From an optimization exercise on the open Yosys and OpenROAD flow, aimed at small area, a short achievable clock period and few clock cycles per item; shortcuts taken in it are not production practice.
The RTL was checked by simulation tests, not by an equivalence proof against the original design.
No activity file was given, so power comes from the tool's default toggle rates.

<file path="flow/constraint.sdc">
create_clock -name core_clock -period 6.0 [get_ports {clk}]
set_input_delay 1.2000 -clock core_clock [delete_from_list [all_inputs] [get_ports {clk}]]
set_output_delay 1.2000 -clock core_clock [all_outputs]
set_load 0.01 [all_outputs]
</file>
<file path="flow/config.mk">
export PLATFORM = sky130hd
export DESIGN_NAME = sorted_unique_set_engine
export DESIGN_NICKNAME = sorted_unique_set_engine
export VERILOG_FILES = /design/flow/design.v
export SDC_FILE = /design/flow/constraint.sdc
export NUM_CORES = 4
export LEC_CHECK = 0
export CAP_MARGIN = 20
export CORE_MARGIN = 2
export CORE_UTILIZATION = 40
export SLEW_MARGIN = 20
</file>
<file path="flow/run.sh">
#!/bin/bash
# synth_recipe.tcl (not shown) runs the flow's synth.tcl, then flattens the netlist and writes it again
# the make line also repeats each setting of config.mk as NAME=value (left out here)
make -C /OpenROAD-flow-scripts/flow DESIGN_CONFIG=/design/flow/config.mk WORK_HOME=/design/flow/orfs CLKGATE_MAP_FILE= SYNTH_SCRIPT=/design/flow/synth_recipe.tcl finish
</file>
<file path="flow/design.v">
`default_nettype none
package sus_pkg;
  localparam int CAPACITY = 16;
  localparam int CNT_W    = $clog2(CAPACITY + 1);
  localparam int VAL_W    = 32;
  localparam logic [1:0] KIND_SEARCH = 2'd0;
  localparam logic [1:0] KIND_INSERT = 2'd1;
  localparam logic [1:0] KIND_DELETE = 2'd2;
  localparam logic [1:0] KIND_SPARE  = 2'd3;
  localparam logic [1:0] ST_DONE  = 2'd0;
  localparam logic [1:0] ST_NOCHG = 2'd1;
  localparam logic [1:0] ST_FULL  = 2'd2;
  typedef logic [VAL_W-1:0] val_t;
  typedef logic [CNT_W-1:0] cnt_t;
endpackage
`default_nettype wire
`default_nettype none
module sus_cell (
  input  wire logic          clk,
  input  wire logic          vld,
  input  wire sus_pkg::val_t key,
  output logic               eq
);
  sus_pkg::val_t val_r;
  assign eq = vld && (val_r == key);
  always_ff @(posedge clk) begin
    if (!vld) val_r <= key;
  end
endmodule
`default_nettype wire
`default_nettype none
module sorted_unique_set_engine (
  input  wire logic        clk,
  input  wire logic        rst_n,
  input  wire logic        in_valid,
  output logic             in_ready,
  input  wire logic [1:0]  in_kind,
  input  wire logic [31:0] in_value,
  output logic             out_valid,
  input  wire logic        out_ready,
  output logic             out_was_present,
  output logic [1:0]       out_status,
  output logic [4:0]       out_entry_count
);
  localparam int N = sus_pkg::CAPACITY;
  logic          s0_vld;
  logic [1:0]    s0_kind;
  sus_pkg::val_t s0_key;
  logic          rdy_r;
  logic [N-1:0]  slot_vld;
  logic [N-1:0]  eq_v;
  sus_pkg::cnt_t cnt_r;
  logic          acc;
  logic          present;
  logic          full;
  logic          is_ins, is_del;
  logic          do_ins, do_del;
  logic [N-1:0]  first_free;
  logic [N-1:0]  slot_vld_nxt;
  sus_pkg::cnt_t cnt_nxt;
  logic [1:0]    status;
  logic [7:0]    res;
  assign in_ready = rdy_r;
  assign acc      = in_valid && rdy_r;
  always_ff @(posedge clk) begin
    s0_vld  <= rst_n && acc;
    s0_kind <= in_kind;
    s0_key  <= in_value;
  end
  for (genvar i = 0; i < N; i++) begin : g_cell
    sus_cell u_cell (
      .clk (clk),
      .vld (slot_vld[i]),
      .key (s0_key),
      .eq  (eq_v[i])
    );
    if (i == 0) begin : g_first
      assign first_free[i] = !slot_vld[i];
    end else begin : g_rest
      assign first_free[i] = !slot_vld[i] && (&slot_vld[i-1:0]);
    end
  end
  assign present = |eq_v;
  assign full    = cnt_r[sus_pkg::CNT_W-1];
  assign is_ins  = s0_vld && (s0_kind == sus_pkg::KIND_INSERT);
  assign is_del  = s0_vld && (s0_kind == sus_pkg::KIND_DELETE);
  assign do_ins  = is_ins && !present && !full;
  assign do_del  = is_del && present;
  assign slot_vld_nxt = (slot_vld & ~({N{is_del}} & eq_v))
                      | ({N{is_ins && !present}} & first_free);
  always_comb begin
    cnt_nxt = cnt_r;
    if (do_ins) cnt_nxt = cnt_r + 1'b1;
    if (do_del) cnt_nxt = cnt_r - 1'b1;
  end
  always_comb begin
    status = sus_pkg::ST_DONE;
    if (s0_kind == sus_pkg::KIND_INSERT) begin
      if (present)   status = sus_pkg::ST_NOCHG;
      else if (full) status = sus_pkg::ST_FULL;
    end else if (s0_kind == sus_pkg::KIND_DELETE) begin
      if (!present)  status = sus_pkg::ST_NOCHG;
    end
  end
  assign res = {present, status, cnt_nxt};
  always_ff @(posedge clk) begin
    if (!rst_n) begin
      slot_vld <= '0;
      cnt_r    <= '0;
    end else begin
      slot_vld <= slot_vld_nxt;
      cnt_r    <= cnt_nxt;
    end
  end
  logic [2:0] q_vld;
  logic [2:0][7:0] q_dat;
  logic       pop;
  logic [2:0] q_sh;      
  logic [2:0] q_vld_nxt;
  assign pop  = q_vld[0] && out_ready;
  assign q_sh = pop ? {1'b0, q_vld[2:1]} : q_vld;
  assign q_vld_nxt = s0_vld ? {q_sh[1:0], 1'b1} : q_sh;
  always_ff @(posedge clk) begin
    if (!rst_n) begin
      q_vld <= '0;
      rdy_r <= 1'b1;
    end else begin
      q_vld <= q_vld_nxt;
      rdy_r <= !q_vld_nxt[2] && !(q_vld_nxt[1] && acc);
    end
  end
  for (genvar p = 0; p < 3; p++) begin : g_q
    logic [7:0] nxt;    
    if (p < 2) begin : g_sh
      assign nxt = pop ? q_dat[p+1] : q_dat[p];
    end else begin : g_last
      assign nxt = q_dat[p];
    end
    always_ff @(posedge clk) begin
      q_dat[p] <= q_sh[p] ? nxt : res;
    end
  end
  assign out_valid       = q_vld[0];
  assign out_was_present = q_dat[0][7];
  assign out_status      = q_dat[0][6:5];
  assign out_entry_count = q_dat[0][4:0];
endmodule
`default_nettype wire
</file>
==> reports/qor.csv, run 1 <==
metric,value,unit
tns,0,ns
final-hold-violation-count,0,
clock-sinks,596,
dr.pass1.iters,5,
via_count,15643,
slowest_delay,0.89,ns
yosysSeqAreaShare,66.0,%
status,finished clean,
required,6.55,ns
cpMostUsedCell,nor4_1,
syn2layout_area_growth,13.4,%
drt-initial-drc-count,1503,
dp_hpwl,46.1,mm
grt_usage,21.4,%
p_total,9.72,mW
clock-skew-final,0.0239,ns
postCtsSetupBuffers,0,
avgSynthCellArea,14.5,um2
clockBufferDepth,3,
maxCapViolCount,0,
htree_num_levels,3,
clk_latency,0.60,ns
cts_buffers,66,
initial_core_util,40.6,%
critPathKind,register to register,
power_density,327,mW/mm2
p_int,7.47,mW
fin_crit,4.37,ns
core-area,0.0646,mm2
antenna_cells,0,
vias_per_cell,5.54,
wl_met1,32.3,mm
pwr-share-clk,41.9,%
swShare,23.2,%
ctsResizeCount,0,
dieArea,0.0676,mm2
syn-num-nets,1852,
synth_ff_type,edfxtp_1,
rows,93,
p_seq_share,50.8,%
die_w,260,um
crit_path_max_fanout,25,
p_switching,2.25,mW
critPathCaptureType,register,
rsz0062_at_grt,no,
port_buffers,47,
wl_met3,4.22,mm
cp_slowest_cell,dfxtp_2,
worst_slew_pin_slew,1.10,ns
fin_area,0.0298,mm2
p_leak,10.1,nW
finalWirelength,72.0,mm
whs,0.508,ns
ys_types,61,
slew_headroom,26.8,%
peakVddDrop,0.000216,V
slew_viol_final,0,
grt_pass1_vias,15657,
arrival,4.92,ns
gr-total-overflow,0,
pin_count,48,
stdcell_count,2823,
fin_crit_sh,72.9,%
crit_chain,inv_1 > o211ai_1 > nor4_1 > and4_1 > a2111oi_0 > nor4bb_4 > buf_4 > nand3_2 > nor4_1 > o221a_2,
cp-start-kind,register,
synth_warnings,2,
cts_tree,yes,
synthCells,1812,
ys_ff_latch,596,
antenna_found_initial,1,
setup_viol,0,
gp_congestion,0.941,
grt_pass1_wl,106,mm
wl_per_cell,25.5,um
synthArstFlopShare,0,%
hold_class,register to register,
pwr-share-comb,7.3,%
top_layer_used,met4,
drive_gt1_share,11.0,%
synth_area,0.0262,mm2
max_freq,0.229,GHz
synth_edf_count,536,
die_h,260,um
grt_max_degree,37,
ant_nets,0,
cp_top_family,simple AND/OR/NAND/NOR gates,
route.met2.wl,33.2,mm
path_buf_inv,2,
clkTransAtPathRegs,0.06,ns
layout.nets,1956,
placed_cells,2703,
post_dp_cell_area,0.0276,mm2
cts_hold_buf,0,
drc,0,
cts-root-buf,clkbuf_16,
## power by group through the flow
stage	Sequential (mW)	Clock (mW)	Combinational (mW)
2_1_floorplan	4.92	0	0.524
3_3_place_gp	5.02	0	0.705
3_5_place_dp	5.03	0	0.700
4_1_cts	4.94	4.17	0.705
5_1_grt	4.96	4.32	0.764
6_report	4.94	4.07	0.710
## sequential cells by signal, indices dropped and copies added (netlist names)
| name | cells |
|---|---|
| rdy_r | 1 |
| s0_kind | 2 |
| s0_key | 32 |
| cnt_r | 5 |
| slot_vld | 16 |
| q_vld | 3 |
| q_dat | 24 |
| g_cell.u_cell.val_r | 512 |
| s0_vld | 1 |
## through the flow
stage / setup WS (ns) / util [%]
after floorplan: 2.81 / -
after global placement: 1.79 / 42.7
after detailed placement: 1.73 / 42.7
after CTS: 1.68 / 46.1
after global routing: 1.41 / 46.1
final: 1.63 / 46.1
## synth_stat cells, types with 3 or more instances
cell type	count	area, um2
a2111oi_0	4	35.0
a21oi_1	9	45.0
and2_1	9	56.3
and3_1	3	18.8
buf_4	24	180
buf_6	31	349
buf_8	8	120
clkbuf_1	6	22.5
dfxtp_1	60	1200
edfxtp_1	536	16100
inv_1	38	143
mux2_2	8	90.1
mux2i_1	4	40.0
nand2_1	82	308
nand2b_1	24	150
nand3_1	43	215
nand4_1	119	744
nand4b_1	12	105
nor2_1	49	184
nor2b_1	6	37.5
nor3_1	20	100
nor4_1	120	751
nor4b_1	8	70.1
o2111ai_1	6	52.6
o21ai_0	9	45.0
o221a_2	8	90.1
o31ai_1	4	30.0
or2_2	3	18.8
or3_1	6	37.5
or4_1	5	37.5
or4_4	3	33.8
xnor2_1	291	2550
xor2_1	214	1870
## worst reg2reg max path, delay by kind of cell, from the launching register on
family	cells	cell delay [ns]
simple gates	5	1.73
compound gates	3	1.16
buf+inv	2	0.53
flops	1	0.89
## cell families (layout without fill, tap and decap cells)
family                   Yosys count  count (layout)  synth area share [%]
adder cells (fa/ha/maj)            2               2                0.0954
buffers and inverters            110             266                  3.22
XOR/XNOR                         505             505                  16.9
flip-flops                       596             596                  66.0
AO/OA/AOI/OAI                     58              58                  1.73
AND/OR/NAND/NOR                  527             527                  11.5
multiplexers                      14              14                 0.611
## final timing paths
kind | startpoint | endpoint | slack (ns) | depth (start not counted)
setup / recovery | s0_key[13]$_DFF_P_ | slot_vld[14]$_SDFF_PN0_ | 1.63 | 10
hold reg to reg | rdy_r$_SDFF_PN1_ | s0_vld$_DFF_P_ | 0.51 | 1
setup reg to reg | s0_key[13]$_DFF_P_ | slot_vld[14]$_SDFF_PN0_ | 1.63 | 10
hold / removal | rdy_r$_SDFF_PN1_ | s0_vld$_DFF_P_ | 0.51 | 1
## routing by layer
metal  vias to the layer above  global-route usage, %
met5                         -                      0
met4                         0                   8.21
met3                       120                   3.00
met2                       602                   33.7
met1                      7975                   30.1
li1                       6946                      -
## placed cells by master, fill, tap and decap left out, types with 5 or more instances in the layout
master,netlist,routed
nand2b_1,24,24
o21ai_0,9,9
nand4_1,119,119
nor2b_1,6,6
nor3_1,20,20
clkbuf_16,0,71
nor4b_1,8,8
inv_1,38,38
dfxtp_2,0,32
nor2_1,49,49
and2_1,9,9
nand4b_1,12,12
o221a_2,8,8
bufinv_16,0,6
or3_1,6,6
clkinv_2,0,11
buf_4,24,59
a21oi_1,9,9
mux2_2,8,8
clkdlybuf4s50_1,0,47
nand3_1,43,43
dfxtp_1,60,28
o2111ai_1,6,6
nor4_1,120,120
clkinv_1,0,9
edfxtp_1,536,536
clkbuf_1,6,18
xnor2_1,291,291
nand2_1,82,82
or4_1,5,5
xor2_1,214,214
## area by class of cell
cell class,instances,area [um2]
fillers,5744,34800
flip-flops and latches,596,17300
multi-input cells,1106,8080
clock buffers,91,1870
well taps,855,1070
repair buffers,108,953
clock inverters,29,294
inverters,38,143
Testbench counts, summed over its fixed seeds: cycles 32,016, items 32,000.
==> inputs of run 2 (changes only) <==
--- a/flow/config.mk
+++ b/flow/config.mk
@@ -8,4 +8,5 @@
 export CAP_MARGIN = 20
 export CORE_MARGIN = 2
 export CORE_UTILIZATION = 40
+export SETUP_SLACK_MARGIN = 3.5
 export SLEW_MARGIN = 20
==> reports/qor.csv, run 2 <==
metric,value,unit,change
grt_max_degree,34,,-8.1%
ys_ff_latch,596,,unchanged
clock-sinks,596,,unchanged
reg_top3,"g_cell.u_cell.val_r x512, s0_key x32, q_dat x24",,
synthSimpleGateAreaFrac,11.5,%,unchanged
multi_input_area,0.00916,mm2,+13%
maxCapViolCount,0,,unchanged
worst_slew_pin_slew,1.20,ns,+0.106 ns
port_buffers,47,,unchanged
holdPathStages,2,,+1
syn2layout_area_growth,28.6,%,
layout.nets,2168,,+11%
tns,0,ns,unchanged
synthCells,1812,,unchanged
yosysMostFrequentCell,edfxtp_1,,
rsz0062_at_grt,yes,,
finalWirelength,94.3,mm,+31%
synthMuxAreaShare,0.611,%,unchanged
cp-start-kind,register,,
final_common_cell,edfxtp_1,,
largest_reg_flops,512,,unchanged
filler_cell_count,5289,,-7.9%
synth-xor-area-share,16.9,%,unchanged
setup_viol,0,,unchanged
power_density,291,mW/mm2,-11%
core-area,0.0646,mm2,unchanged
htree_num_levels,2,,-1
drc,0,,unchanged
seqCellArea,0.0174,mm2,+0.48%
post_dp_cell_area,0.0274,mm2,-0.68%
synth_warnings,2,,unchanged
fin_crit_sh,54.4,%,-19 points
grt_usage,27.8,%,+6.4 points
avgSynthCellArea,14.5,um2,unchanged
synth-compound-area-share,1.73,%,unchanged
drt-initial-drc-count,2270,,+51%
largest_register,g_cell.u_cell.val_r,,
startpoint,s0_key[23]$_DFF_P_,,
slowest_delay,0.46,ns,-0.43 ns
antenna_found_initial,3,,+2
cts-root-buf,clkbuf_16,,
synth-adder-area-share,0.0954,%,unchanged
dp_hpwl,40.3,mm,-13%
cts_tree,yes,,
critPathCaptureType,register,,
arrival,3.75,ns,-1.17 ns
crit_path_max_fanout,13,,-48%
required,6.49,ns,-0.06 ns
slew_viol_final,0,,unchanged
pre_cts_ws,1.69,ns,-0.0391 ns
rows,93,,unchanged
gr-total-overflow,0,,unchanged
die_h,260,um,unchanged
ys_types,61,,unchanged
critPathKind,register to register,,
crit_chain,buf_4 > buf_12 > xnor2_1 > nand3_1 > nor4_1 > nand4_1 > nand4_1 > nor4bb_4 > buf_12 > or4_4 > a31oi_4 > mux2_4,,
synthTopCellsByCount,"536 x edfxtp_1, 291 x xnor2_1, 214 x xor2_1",,
dr.pass1.iters,6,,+1
yosysSeqAreaShare,66.0,%,unchanged
synth_area_leaders,"edfxtp_1 61%, xnor2_1 9.7%, xor2_1 7.1%, dfxtp_1 4.6%, nor4_1 2.9%",,
slew_headroom,18.9,%,-7.8 points
p_leak,12.0,nW,+18%
syn-num-nets,1852,,unchanged
cts_buffers,60,,-9.1%
stdcell_count,3039,,+7.7%
hold_class,register to register,,
setup_slack,2.74,ns,+1.11 ns
die_w,260,um,unchanged
clkTransAtPathRegs,0.06,ns,about the same
layout_common_cells,"536 x edfxtp_1, 267 x xnor2_1, 185 x xor2_1",,
synth_ff_type,edfxtp_1,,
netlist.area_leader.share,61.4,%,unchanged
peakVddDrop,0.000252,V,+17%
drive_gt1_share,26.3,%,+15 points
cts_hold_buf,0,,unchanged
fin_crit,3.26,ns,-1.11 ns
pin_count,48,,unchanged
grt_pass1_wl,131,mm,+24%
worstHoldStart,q_dat[22]$_DFFE_PN_,,
cp_slowest_cell,xnor2_1,,
r2r_cells,12,,+2
gp_congestion,0.893,,-5.1%
clock-skew-final,0.0323,ns,+0.00844 ns
ant_nets,0,,unchanged
synth_top_family_by_area,XOR/XNOR gates,,
clk_latency,0.64,ns,+0.04 ns
placed_cells,2663,,-1.5%
clockBufferDepth,3,,unchanged
final-hold-violation-count,0,,unchanged
synth_edf_count,536,,unchanged
via_count,17744,,+13%
vias_per_cell,5.84,,+5.4%
initial_core_util,40.6,%,unchanged
dieArea,0.0676,mm2,unchanged
final_util,52.2,%,+6.1 points
wl_per_cell,31.0,um,+22%
max_freq,0.307,GHz,+34%
fin_area,0.0337,mm2,+13%
yosys.area.top_type,edfxtp_1,,
synthArstFlopShare,0,%,unchanged
synth_area,0.0262,mm2,unchanged
status,finished clean,,
grt_pass1_vias,17364,,+11%
reg2reg_from,s0_key[23]$_DFF_P_,,
## run 2: cell counts after synthesis
No cell type changed its count.
## run 2: area by class of cell
cell class	count	area share (%)
timing repair buffer	320	11.6
antenna	5	0.0371
clock inverter	33	0.902
multi-input combinational	1106	27.2
timing repair inverter	6	0.0891
inverter	38	0.508
sequential	596	51.7
tap	855	3.17
clock buffer	80	4.91
## run 2: stage by stage
stage	power [mW]	hold slack, ns
floorplan	5.45	0.484
global placement	5.69	0.489
detailed placement	5.69	0.500
CTS	9.78	0.516
global route	10.0	0.537
finish	9.80	0.515
## run 2: path summary, 6_finish.rpt
| check | to | slack, ns |
|---|---|---|
| setup / recovery | q_dat[12]$_DFFE_PP_ | 2.74 |
| hold reg to reg | q_dat[14]$_DFFE_PP_ | 0.51 |
| hold / removal | q_dat[14]$_DFFE_PP_ | 0.51 |
| setup reg to reg | q_dat[12]$_DFFE_PP_ | 2.74 |
## run 2: power breakdown
| group | switching, mW | total [mW] | internal [mW] | leakage, nW |
|---|---|---|---|---|
| Combinational | 0.665 | 1.15 | 0.486 | 4.81 |
| Clock | 1.64 | 3.79 | 2.15 | 0.969 |
| Sequential | 0.131 | 4.86 | 4.73 | 6.21 |
## run 2: kinds of logic after synthesis
family                   after synthesis
AO/OA/AOI/OAI                         58
XOR/XNOR                             505
adder cells (fa/ha/maj)                2
buffers and inverters                110
flip-flops                           596
multiplexers                          14
AND/OR/NAND/NOR                      527
## run 2: timing repair
item	CTS	global route
setup buffers	234	17
pin swaps	57	21
resized for setup	213	44
endpoints found under the setup margin	56	47
gates cloned	7	0
## run 2: worst max-delay path, delay by kind of cell, from the launching register on
kind                      cells  cell delay (ns)
AOI/OAI and AO/OA             1             0.20
xor gates and xnor gates      1             0.46
buffers and inverters         3             0.46
DFF                           1             0.36
muxes                         1             0.18
and+or+nand+nor               6             1.46
## run 2: routing by layer
metal  wire length [um]  part of all wire (%)  global-route usage, %  vias up
met2              43900                    47                   44.4     1141
met1              36000                    38                   36.3     8960
met5                  0                     0                      0        -
met4               6140                   6.5                   16.5        0
li1                   -                     -                      -     7359
met3               8330                   8.8                   3.85      284
==> inputs of run 3 (changes only) <==
--- a/flow/config.mk
+++ b/flow/config.mk
@@ -5,6 +5,7 @@
 export SDC_FILE = /design/flow/constraint.sdc
 export NUM_CORES = 4
 export LEC_CHECK = 0
+export ABC_CLOCK_PERIOD_IN_PS = 2500
 export CAP_MARGIN = 20
 export CORE_MARGIN = 2
 export CORE_UTILIZATION = 40
==> reports/qor.csv, run 3 <==
metric,value,unit,change
slew_viol_final,0,,unchanged
worst_slew_pin_slew,1.20,ns,unchanged
grt-busiest-layer,met2,,
setup_slack,2.74,ns,unchanged
layout.nets,2168,,unchanged
grt_max_degree,34,,unchanged
htree_num_levels,2,,unchanged
die_w,260,um,unchanged
core-area,0.0646,mm2,unchanged
rsz0062_at_grt,yes,,
critPathCaptureType,register,,
clockBufferDepth,3,,unchanged
ys_types,61,,unchanged
cts_tree,yes,,
p_seq_share,49.6,%,about the same
cp-start-kind,register,,
wl_per_cell,31.0,um,unchanged
avgSynthCellArea,14.5,um2,unchanged
rows,93,,unchanged
grt_pass1_wl,131,mm,unchanged
dieArea,0.0676,mm2,unchanged
die_h,260,um,unchanged
cts_hold_buf,0,,unchanged
status,finished clean,,
yosysMostFrequentCell,edfxtp_1,,
largest_register,g_cell.u_cell.val_r,,
synthTopCellsByCount,"536 x edfxtp_1, 291 x xnor2_1, 214 x xor2_1",,
setup_viol,0,,unchanged
via_count,17744,,unchanged
layout_common_cells,"536 x edfxtp_1, 267 x xnor2_1, 185 x xor2_1",,
power_density,291,mW/mm2,unchanged
hold_class,register to register,,
clkTransAtPathRegs,0.06,ns,about the same
synth_ff_type,edfxtp_1,,
port_buffers,47,,unchanged
fin_crit_sh,54.4,%,unchanged
met3_usage,3.85,%,unchanged
syn2layout_area_growth,28.6,%,unchanged
drt-initial-drc-count,2270,,unchanged
pre_cts_ws,1.69,ns,unchanged
clock-sinks,596,,unchanged
gr-total-overflow,0,,unchanged
post_dp_cell_area,0.0274,mm2,unchanged
synth_area,0.0262,mm2,unchanged
swShare,24.9,%,unchanged
final-hold-violation-count,0,,unchanged
grt_pass1_vias,17364,,unchanged
dr.pass1.iters,6,,unchanged
yosysSeqAreaShare,66.0,%,unchanged
max_freq,0.307,GHz,unchanged
final_common_cell,edfxtp_1,,
slew_headroom,18.9,%,unchanged
pin_count,48,,unchanged
grt.met1_usage,36.3,%,unchanged
grt_use_met2,44.4,%,unchanged
netlist.area_leader.share,61.4,%,unchanged
critPathKind,register to register,,
synth_edf_count,536,,unchanged
ant_nets,0,,unchanged
drc,0,,unchanged
synth_warnings,2,,unchanged
p_switching,2.44,mW,unchanged
p_int,7.36,mW,unchanged
synthCells,1812,,unchanged
pwr-share-clk,38.7,%,about the same
drive_gt1_share,26.3,%,unchanged
fin_crit,3.26,ns,unchanged
grt_usage,27.8,%,unchanged
gp_congestion,0.893,,unchanged
crit_path_max_fanout,13,,unchanged
peakVddDrop,0.000252,V,unchanged
initial_core_util,40.6,%,unchanged
cts_buffers,60,,unchanged
required,6.49,ns,about the same
dp_hpwl,40.3,mm,unchanged
antenna_found_initial,3,,unchanged
finalWirelength,94.3,mm,unchanged
fin_area,0.0337,mm2,unchanged
vias_per_cell,5.84,,unchanged
synth_area_leaders,"edfxtp_1 61%, xnor2_1 9.7%, xor2_1 7.1%, dfxtp_1 4.6%, nor4_1 2.9%",,
filler_cell_count,5289,,unchanged
yosys.area.top_type,edfxtp_1,,
arrival,3.75,ns,about the same
reg_top3,"g_cell.u_cell.val_r x512, s0_key x32, q_dat x24",,
clk_latency,0.64,ns,about the same
ys_ff_latch,596,,unchanged
p_leak,12.0,nW,unchanged
tns,0,ns,unchanged
largest_reg_flops,512,,unchanged
clock-skew-final,0.0323,ns,unchanged
syn-num-nets,1852,,unchanged
pwr-share-comb,11.8,%,about the same
synthArstFlopShare,0,%,unchanged
final_util,52.2,%,unchanged
cts-root-buf,clkbuf_16,,
maxCapViolCount,0,,unchanged
[run 3: cell counts after synthesis]
Identical to the previous run, type by type.
[run 3: power by group through the flow]
| stage | logic, mW | clock network [mW] | registers [mW] |
|---|---|---|---|
| final | 1.15 | 3.79 | 4.86 |
| after global routing | 1.19 | 3.97 | 4.88 |
| after detailed placement | 0.594 | 0 | 5.10 |
| after CTS | 1.11 | 3.82 | 4.86 |
| after global placement | 0.598 | 0 | 5.09 |
| after floorplan | 0.532 | 0 | 4.92 |
[run 3: cell families after synthesis]
kind of cell / count (synthesis) / synth area share [%]
flops: 596 / 66.0
simple gates: 527 / 11.5
xor+xnor: 505 / 16.9
buf+inv: 110 / 3.22
compound gates: 58 / 1.73
mux: 14 / 0.611
fa+ha+maj: 2 / 0.0954
[run 3: area by class of cell]
cell class                 instances  area, um2  area share, %
timing repair buffer             320       3900           11.6
timing repair inverter             6       30.0         0.0891
antenna                            5       12.5         0.0371
clock buffer                      80       1660           4.91
clock inverter                    33        304          0.902
inverter                          38        171          0.508
multi-input combinational       1106       9160           27.2
tap                              855       1070           3.17
sequential                       596      17400           51.7
[run 3: path summary, 6_finish.rpt]
check,startpoint,to,slack [ns],cells past startpoint
hold / removal,q_dat[22]$_DFFE_PN_,q_dat[14]$_DFFE_PP_,0.51,2
hold reg to reg,q_dat[22]$_DFFE_PN_,q_dat[14]$_DFFE_PP_,0.51,2
setup / recovery,s0_key[23]$_DFF_P_,q_dat[12]$_DFFE_PP_,2.74,12
setup reg to reg,s0_key[23]$_DFF_P_,q_dat[12]$_DFFE_PP_,2.74,12
[run 3: per-layer routing]
metal	up-vias	share of wire [%]
met5	-	0
met4	0	6.5
met3	284	8.8
met2	1141	47
met1	8960	38
li1	7359	-
[run 3: through the flow]
stage,instances,total power [mW],hold WS [ns]
finish,3039,9.80,0.515
global route,3034,10.0,0.537
CTS,3017,9.78,0.516
detailed placement,2663,5.69,0.500
global placement,2663,5.69,0.489
floorplan,1812,5.45,0.484
[run 3: timing repair]
action,CTS,global route
buffers inserted,234,17
cloned,7,0
endpoints found under the setup margin,56,47
pin swaps,57,21
resized for setup,213,44
[run 3: worst max-delay path, stage by stage, from the launching register on]
cell and delay [ns]:
dfxtp_4 0.36, buf_4 0.14, buf_12 0.15, xnor2_1 0.46, nand3_1 0.14, nor4_1 0.30, nand4_1 0.22, nand4_1 0.27
nor4bb_4 0.10, buf_12 0.17, or4_4 0.43, a31oi_4 0.20, mux2_4 0.18

[separate check: timing with driven ports]
In the flow no input, the clock included, has a driving cell. The finished layouts below were timed again as built, in two steps.
Step 1 (the two cells are an assumption about what drives the block):
set clk [get_ports {clk}]
set_driving_cell -lib_cell sky130_fd_sc_hd__clkbuf_16 $clk
set_driving_cell -lib_cell sky130_fd_sc_hd__buf_2 [delete_from_list [all_inputs] $clk]
Step 2 moves the port delays by t, midway between the first and last clock arrival at a register: inputs arrive t later, outputs are due t later. That takes back most of the time a late clock gives input paths.
Three values: no drivers, after step 1, after step 2; two values: the first two.
run | t, ns | setup WS [ns] | worst register clock-pin slew, ns | worst slew at a driven data input, ns | pins driven straight from the clock port
run 1 | 0.650 | 1.625 / 1.625 / 1.625 | 0.06 / 0.06 | 0.06 | 1
run 2 | 0.686 | 2.737 / 2.737 / 2.737 | 0.07 / 0.07 | 0.04 | 1
run 3 | 0.686 | 2.737 / 2.737 / 2.737 | 0.07 / 0.07 | 0.04 | 1
After both steps setup and hold are still met in every run listed.
